Source: an optimization exercise on an open RTL-to-GDS flow (aim: small area, a short achievable clock period and few clock cycles per item). Production flows keep margins and buffers that such runs may drop.
RTL that was checked went through simulation tests only; none was proved equivalent to the original.
Power figures rest on the tool's default switching activity, not on a simulated workload.

==> lagoon <==
==> flow/design.v <==
module line_mem_engine #(
    parameter int WORDS_PER_LINE = 16,
    parameter int LINE_BITS      = 32 * WORDS_PER_LINE
) (
    input  logic                 clk,
    input  logic                 rst,
    input  logic                 req_valid,
    output logic                 req_ready,
    input  logic                 req_wr,
    input  logic [31:0]          req_addr,
    input  logic [LINE_BITS-1:0] req_wdata,
    output logic                 resp_valid,
    output logic [LINE_BITS-1:0] resp_rdata,
    output logic                 mem_valid,
    input  logic                 mem_ready,
    output logic                 mem_we,
    output logic [31:0]          mem_addr,
    output logic [31:0]          mem_wdata,
    input  logic                 mem_rvalid,
    input  logic [31:0]          mem_rdata,
    output logic                 err
);
    localparam int BUF_BITS = LINE_BITS - 32;
    logic        rdy_q;      
    logic        busy_q;     
    logic        val_q;      
    logic        resp_q;
    logic        err_q;
    logic        pend_q;     
    logic [3:0]  cnt_q;      
    logic [4:0]  out_q;      
    logic        rdok_q;     
    logic        bld_q, bsh_q, bhd_q;
    logic        m_free_q;   
    logic        m_wacc_q;   
    logic        m_wlast_q;  
    logic        m_wb0_q;    
    logic        m_wb1_q;    
    logic        we_q;
    logic [25:0] base_q;
    logic [31:0]         wd_q;
    logic [31:0]         rd_q;
    logic [BUF_BITS-1:0] buf_q;
    logic xfer, rd_ok, beat, idle, last_cmd, wfin, last_beat, fin;
    logic rdy_n, val_n, we_n, pend_n, wcmd_n;
    logic [4:0] out_n;
    logic [3:0] cnt_n;
    assign xfer      = val_q & mem_ready;
    assign rd_ok     = rdok_q;
    assign beat      = mem_rvalid & rd_ok;
    assign idle      = rdy_q & ~val_q;
    assign last_cmd  = (cnt_q == 4'd15);
    assign wfin      = xfer & we_q & last_cmd;
    assign last_beat = beat & ~val_q & (out_q == 5'd1);
    assign fin       = wfin | last_beat;
    assign rdy_n  = fin | (rdy_q & ~req_valid);
    assign val_n  = (fin & req_valid) | (idle & req_valid) | (val_q & ~(xfer & last_cmd));
    assign we_n   = (idle | fin) ? req_wr : we_q;
    assign cnt_n  = cnt_q + {3'd0, xfer};
    assign pend_n = we_q ? xfer : beat;
    assign wcmd_n = val_n & we_n;
    always_comb begin
        out_n = out_q;
        if (xfer && !we_q && !beat)
            out_n = out_q + 5'd1;
        else if (!(xfer && !we_q) && beat)
            out_n = out_q - 5'd1;
    end
    always_ff @(posedge clk or negedge rst) begin
        if (!rst) begin
            rdy_q     <= 1'b1;
            busy_q    <= 1'b0;
            val_q     <= 1'b0;
            resp_q    <= 1'b0;
            err_q     <= 1'b0;
            pend_q    <= 1'b0;
            cnt_q     <= 4'd0;
            out_q     <= 5'd0;
            rdok_q    <= 1'b0;
            bld_q     <= 1'b1;
            bsh_q     <= 1'b0;
            bhd_q     <= 1'b0;
            m_free_q  <= 1'b1;
            m_wacc_q  <= 1'b0;
            m_wlast_q <= 1'b0;
            m_wb0_q   <= 1'b0;
            m_wb1_q   <= 1'b0;
        end else begin
            rdy_q     <= rdy_n;
            busy_q    <= ~rdy_n;
            val_q     <= val_n;
            resp_q    <= fin;
            cnt_q     <= cnt_n;
            out_q     <= out_n;
            rdok_q    <= (out_n != 5'd0);
            if (mem_rvalid && !rd_ok) err_q <= 1'b1;
            pend_q    <= pend_n;
            bld_q     <= rdy_n;
            bsh_q     <= ~rdy_n & pend_n;
            bhd_q     <= ~rdy_n & ~pend_n;
            m_free_q  <= ~wcmd_n;
            m_wacc_q  <= wcmd_n & rdy_n;
            m_wlast_q <= wcmd_n & ~rdy_n & (cnt_n == 4'd15);
            m_wb0_q   <= wcmd_n & ~rdy_n & (cnt_n != 4'd15) & ~pend_n;
            m_wb1_q   <= wcmd_n & ~rdy_n & (cnt_n != 4'd15) & pend_n;
        end
    end
    always_ff @(posedge clk) begin
        if (idle || fin) begin
            we_q   <= req_wr;
            base_q <= req_addr[31:6];
        end
    end
    logic s_w0, s_w1, s_b0, s_b1, s_hd;
    assign s_w0 = m_free_q | (m_wlast_q & mem_ready);
    assign s_w1 = m_wacc_q & mem_ready;
    assign s_b0 = m_wb0_q & mem_ready;
    assign s_b1 = m_wb1_q & mem_ready;
    assign s_hd = ~m_free_q & ~mem_ready;
    always_ff @(posedge clk) begin
        wd_q <= ({32{s_w0}} & req_wdata[31:0])
              | ({32{s_w1}} & req_wdata[63:32])
              | ({32{s_b0}} & buf_q[31:0])
              | ({32{s_b1}} & buf_q[63:32])
              | ({32{s_hd}} & wd_q);
    end
    always_ff @(posedge clk) begin
        rd_q <= mem_rdata;
    end
    always_ff @(posedge clk) begin
        buf_q <= ({BUF_BITS{bld_q}} & req_wdata[LINE_BITS-1:32])
               | ({BUF_BITS{bsh_q}} & {rd_q, buf_q[BUF_BITS-1:32]})
               | ({BUF_BITS{bhd_q}} & buf_q);
    end
    assign req_ready  = ~busy_q;
    assign resp_valid = resp_q;
    assign resp_rdata = {rd_q, buf_q};
    assign mem_valid  = val_q;
    assign mem_we     = we_q;
    assign mem_addr   = {base_q, cnt_q, 2'b00};
    assign mem_wdata  = wd_q;
    assign err        = err_q;
endmodule
==> flow/flow/run.sh <==
#!/bin/bash
# Standard ORFS layout with two changes: the smallest buffer on every input
# and output port instead of the default port-buffer cell, and a pin plan
# (flow/io.tcl) applied before the standard pin placement.
set -euo pipefail
export BUFFER_PORTS_ARGS="-buffer_cell sky130_fd_sc_hd__buf_1"
export PRE_IO_PLACEMENT_TCL="$(pwd)/flow/io.tcl"
bash standard.sh > standard_flow.log 2>&1
==> flow/flow/io.tcl <==
# Pin plan. The memory-port pins, the control pins, word 0 of req_wdata and
# word 15 of resp_rdata sit together in the middle of the bottom edge, next
# to the logic that answers mem_ready and mem_rvalid within the cycle. The
# rest of each of the 32 bit columns of the line buffer gets its pins side
# by side in shift order (word 15 down to word 1 of req_wdata, paired with
# the resp_rdata bit of the buffer word it loads), two columns on the
# bottom edge and ten on each of the others.
set ctl {req_valid req_ready req_wr resp_valid mem_valid mem_ready mem_we mem_rvalid err rst clk}
for {set b 6} {$b < 32} {incr b} { lappend ctl "req_addr\[$b\]" }
for {set b 0} {$b < 32} {incr b} { lappend ctl "mem_addr\[$b\]" }
set half [expr {[llength $ctl] / 2}]
set mid {}
for {set c 0} {$c < 16} {incr c} {
  set k [expr {480 + $c}]
  lappend mid "mem_rdata\[$c\]" "resp_rdata\[$k\]" "req_wdata\[$c\]" "mem_wdata\[$c\]"
}
set mid [concat $mid $ctl]
for {set c 16} {$c < 32} {incr c} {
  set k [expr {480 + $c}]
  lappend mid "mem_rdata\[$c\]" "resp_rdata\[$k\]" "req_wdata\[$c\]" "mem_wdata\[$c\]"
}
set_io_pin_constraint -pin_names $mid -region bottom:* -group -order

proc column_pins {c} {
  set pins {}
  for {set m 14} {$m >= 0} {incr m -1} {
    set k [expr {32 * ($m + 1) + $c}]
    set r [expr {32 * $m + $c}]
    lappend pins "req_wdata\[$k\]" "resp_rdata\[$r\]"
  }
  return $pins
}
set sides {bottom right top left}
set first {0 2 12 22}
set count {2 10 10 10}
for {set s 0} {$s < 4} {incr s} {
  set pins {}
  for {set i 0} {$i < [lindex $count $s]} {incr i} {
    set pins [concat $pins [column_pins [expr {[lindex $first $s] + $i}]]]
  }
  set_io_pin_constraint -pin_names $pins -region [lindex $sides $s]:* -group -order
}
==> flow/standard.sh <==
#!/bin/bash
# synth_recipe.tcl (not shown) runs the flow's synth.tcl, then flattens the netlist and writes it again
# the make line also repeats each setting of config.mk as NAME=value (left out here)
make -C /OpenROAD-flow-scripts/flow DESIGN_CONFIG=/design/flow/config.mk WORK_HOME=/design/flow/orfs CLKGATE_MAP_FILE= SYNTH_SCRIPT=/design/flow/synth_recipe.tcl "${@:-finish}"
==> flow/config.mk <==
export PLATFORM = sky130hd
export DESIGN_NAME = line_mem_engine
export DESIGN_NICKNAME = line_mem_engine
export VERILOG_FILES = /design/flow/design.v
export SDC_FILE = /design/flow/constraint.sdc
export NUM_CORES = 4
export LEC_CHECK = 0
export ABC_AREA = 1
export CAP_MARGIN = 20
export CORE_AREA = 6 6 414 414
export CTS_CLUSTER_DIAMETER = 100
export CTS_CLUSTER_SIZE = 22
export DIE_AREA = 0 0 420 420
export SETUP_SLACK_MARGIN = 3.1
export SLEW_MARGIN = 20
==> flow/constraint.sdc <==
create_clock -name core_clock -period 5.5 [get_ports {clk}]
set_input_delay 1.1000 -clock core_clock [delete_from_list [all_inputs] [get_ports {clk}]]
set_output_delay 1.1000 -clock core_clock [all_outputs]
set_load 0.01 [all_outputs]
==> inputs of yarrow, as changes to lagoon <==
==> flow/design.v, changed modules only <==
module line_mem_engine #(
    parameter int WORDS_PER_LINE = 16,
    parameter int LINE_BITS      = 32 * WORDS_PER_LINE
) (
    input  logic                 clk,
    input  logic                 rst,
    input  logic                 req_valid,
    output logic                 req_ready,
    input  logic                 req_wr,
    input  logic [31:0]          req_addr,
    input  logic [LINE_BITS-1:0] req_wdata,
    output logic                 resp_valid,
    output logic [LINE_BITS-1:0] resp_rdata,
    output logic                 mem_valid,
    input  logic                 mem_ready,
    output logic                 mem_we,
    output logic [31:0]          mem_addr,
    output logic [31:0]          mem_wdata,
    input  logic                 mem_rvalid,
    input  logic [31:0]          mem_rdata,
    output logic                 err
);
    logic        rdy_q;      
    logic        busy_q;     
    logic        val_q;      
    logic        resp_q;
    logic        err_q;
    logic [3:0]  cnt_q;      
    logic [4:0]  out_q;      
    logic        rdok_q;     
    logic        m_idle_q;   
    logic        m_wlast_q;  
    logic        m_wb_q;     
    logic        m_rd_q;     
    logic        we_q;
    logic [25:0] base_q;
    logic [LINE_BITS-1:0] line_q;
    logic xfer, rd_ok, beat, idle, last_cmd, wfin, last_beat, fin, pre;
    logic rdy_n, val_n, we_n, idle_n;
    logic [4:0] out_n;
    logic [3:0] cnt_n;
    assign xfer      = val_q & mem_ready;
    assign rd_ok     = rdok_q;
    assign beat      = mem_rvalid & rd_ok;
    assign idle      = rdy_q & ~val_q;
    assign last_cmd  = (cnt_q == 4'd15);
    assign wfin      = xfer & we_q & last_cmd;
    assign last_beat = beat & ~val_q & (out_q == 5'd1);
    assign fin       = wfin | last_beat;
    assign pre       = req_valid & (wfin | (last_beat & ~req_wr));
    assign rdy_n  = fin | (rdy_q & ~req_valid);
    assign val_n  = pre | (idle & req_valid) | (val_q & ~(xfer & last_cmd));
    assign we_n   = (idle | fin) ? req_wr : we_q;
    assign cnt_n  = cnt_q + {3'd0, xfer};
    assign idle_n = rdy_n & ~val_n;
    always_comb begin
        out_n = out_q;
        if (xfer && !we_q && !beat)
            out_n = out_q + 5'd1;
        else if (!(xfer && !we_q) && beat)
            out_n = out_q - 5'd1;
    end
    always_ff @(posedge clk or negedge rst) begin
        if (!rst) begin
            rdy_q     <= 1'b1;
            busy_q    <= 1'b0;
            val_q     <= 1'b0;
            resp_q    <= 1'b0;
            err_q     <= 1'b0;
            cnt_q     <= 4'd0;
            out_q     <= 5'd0;
            rdok_q    <= 1'b0;
            m_idle_q  <= 1'b1;
            m_wlast_q <= 1'b0;
            m_wb_q    <= 1'b0;
            m_rd_q    <= 1'b0;
        end else begin
            rdy_q     <= rdy_n;
            busy_q    <= ~rdy_n;
            val_q     <= val_n;
            resp_q    <= fin;
            cnt_q     <= cnt_n;
            out_q     <= out_n;
            rdok_q    <= (out_n != 5'd0);
            if (mem_rvalid && !rd_ok) err_q <= 1'b1;
            m_idle_q  <= idle_n;
            m_wlast_q <= ~idle_n & we_n & (cnt_n == 4'd15);
            m_wb_q    <= ~idle_n & we_n & (cnt_n != 4'd15);
            m_rd_q    <= ~idle_n & ~we_n;
        end
    end
    always_ff @(posedge clk) begin
        if (idle || fin) begin
            we_q   <= req_wr;
            base_q <= req_addr[31:6];
        end
    end
    logic s_ld, s_sh, s_hd;
    assign s_ld = m_idle_q | (m_wlast_q & mem_ready);
    assign s_sh = (m_wb_q & mem_ready) | (m_rd_q & mem_rvalid & rd_ok);
    assign s_hd = ~s_ld & ~s_sh;
    always_ff @(posedge clk) begin
        line_q <= ({LINE_BITS{s_ld}} & req_wdata)
                | ({LINE_BITS{s_sh}} & {mem_rdata, line_q[LINE_BITS-1:32]})
                | ({LINE_BITS{s_hd}} & line_q);
    end
    assign req_ready  = ~busy_q;
    assign resp_valid = resp_q;
    assign resp_rdata = line_q;
    assign mem_valid  = val_q;
    assign mem_we     = we_q;
    assign mem_addr   = {base_q, cnt_q, 2'b00};
    assign mem_wdata  = line_q[31:0];
    assign err        = err_q;
endmodule
==> flow/flow/run.sh (replaced) <==
#!/bin/bash
# Standard ORFS layout with two changes: the smallest buffer on every input
# and output port instead of the default port-buffer cell, and the data
# pins of each bit column of the line register placed side by side, in
# shift order (flow/io.tcl), before the standard pin placement.
set -euo pipefail
export BUFFER_PORTS_ARGS="-buffer_cell sky130_fd_sc_hd__buf_1"
export PRE_IO_PLACEMENT_TCL="$(pwd)/flow/io.tcl"
bash standard.sh > standard_flow.log 2>&1
==> flow/flow/io.tcl (replaced) <==
# Pin order: each of the 32 bit columns of the line shift register gets
# its pins side by side, in shift order: mem_rdata[c], then for words 15
# down to 0 the word's req_wdata and resp_rdata bits, then mem_wdata[c].
# Eight columns go on each edge; the other pins are placed freely.
set edges {bottom right top left}
for {set e 0} {$e < 4} {incr e} {
  set pins {}
  for {set c [expr {$e * 8}]} {$c < [expr {$e * 8 + 8}]} {incr c} {
    lappend pins "mem_rdata\[$c\]"
    for {set j 15} {$j >= 0} {incr j -1} {
      set k [expr {32 * $j + $c}]
      lappend pins "req_wdata\[$k\]" "resp_rdata\[$k\]"
    }
    lappend pins "mem_wdata\[$c\]"
  }
  set_io_pin_constraint -pin_names $pins -region [lindex $edges $e]:* -group -order
}
--- a/flow/config.mk
+++ b/flow/config.mk
@@ -13,3 +13,3 @@
 export DIE_AREA = 0 0 420 420
-export SETUP_SLACK_MARGIN = 3.1
+export SETUP_SLACK_MARGIN = 3.17
 export SLEW_MARGIN = 20
==> qor summary <==
| quantity | yarrow | lagoon |
|---|---|---|
| Result of the run | finished clean | finished clean |
| Layout inverter count without the clock tree | 25 | 19 |
| Power per cell area | 570.0 nW/um2 | 510.2 nW/um2 |
| Number of sequential cells | 558 | 593 |
| Worst Setup SP | val_q | rd_q[31] |
| Total vias in the final route | 20930 | 23370 |
| Fraction of area in multi-input gates | 0.2770 | 0.2983 |
| Origin of the critical flop-to-flop path | m_idle_q | bld_q |
| Cell with the largest stage delay on the worst path | dfrtp_2 | dfxtp_2 |
| Via-to-Cell Ratio | 3.706 | 3.758 |
| Routed WL | 70.57 mm | 114.3 mm |
| Relative contribution of sequential cells to total power | 0.444 | 0.461 |
| Register-to-register path setup slack | 3.49 ns | 3.25 ns |
| Post-synthesis instance area | 20880 um2 | 22070 um2 |
| Adder and majority gate portion of the synthesized area | 0.002996 | 0.002834 |
| Initial drt markers | 995 | 1368 |
Testbench counts of yarrow, summed over its fixed seeds: cycles 37,500, items 1,600.
Function not checked in lagoon: the RTL went through the layout flow alone.

-- afterwards: timing with drivers on the ports --
The results above use ideal ports. As a check the final layouts listed here were re-extracted and re-timed, cells and wires unchanged.
Step 1: set_driving_cell puts a clkbuf_16 on clk and a buf_2 on each other input, an assumption about the parent block.
Step 2, shift: input delay + t, output delay - t, t = (earliest + latest rising clock arrival at the registers) / 2. This alone moves slack from input paths to output paths.
Three values: ideal, step 1, step 2; two values: the first two.
run	shift t [ns]	slack for setup (ns)	worst setup path at the end	worst slew at a driven data input, ns
lagoon	0.661	3.173 / 3.111 / 2.591	input to register	0.41
yarrow	0.704	3.195 / 3.127 / 2.588	input to register	0.08
After both steps every run listed still meets setup and hold. For yarrow, which loses most, drivers alone change the setup slack by -0.068 ns; drivers and shift together by -0.607 ns.
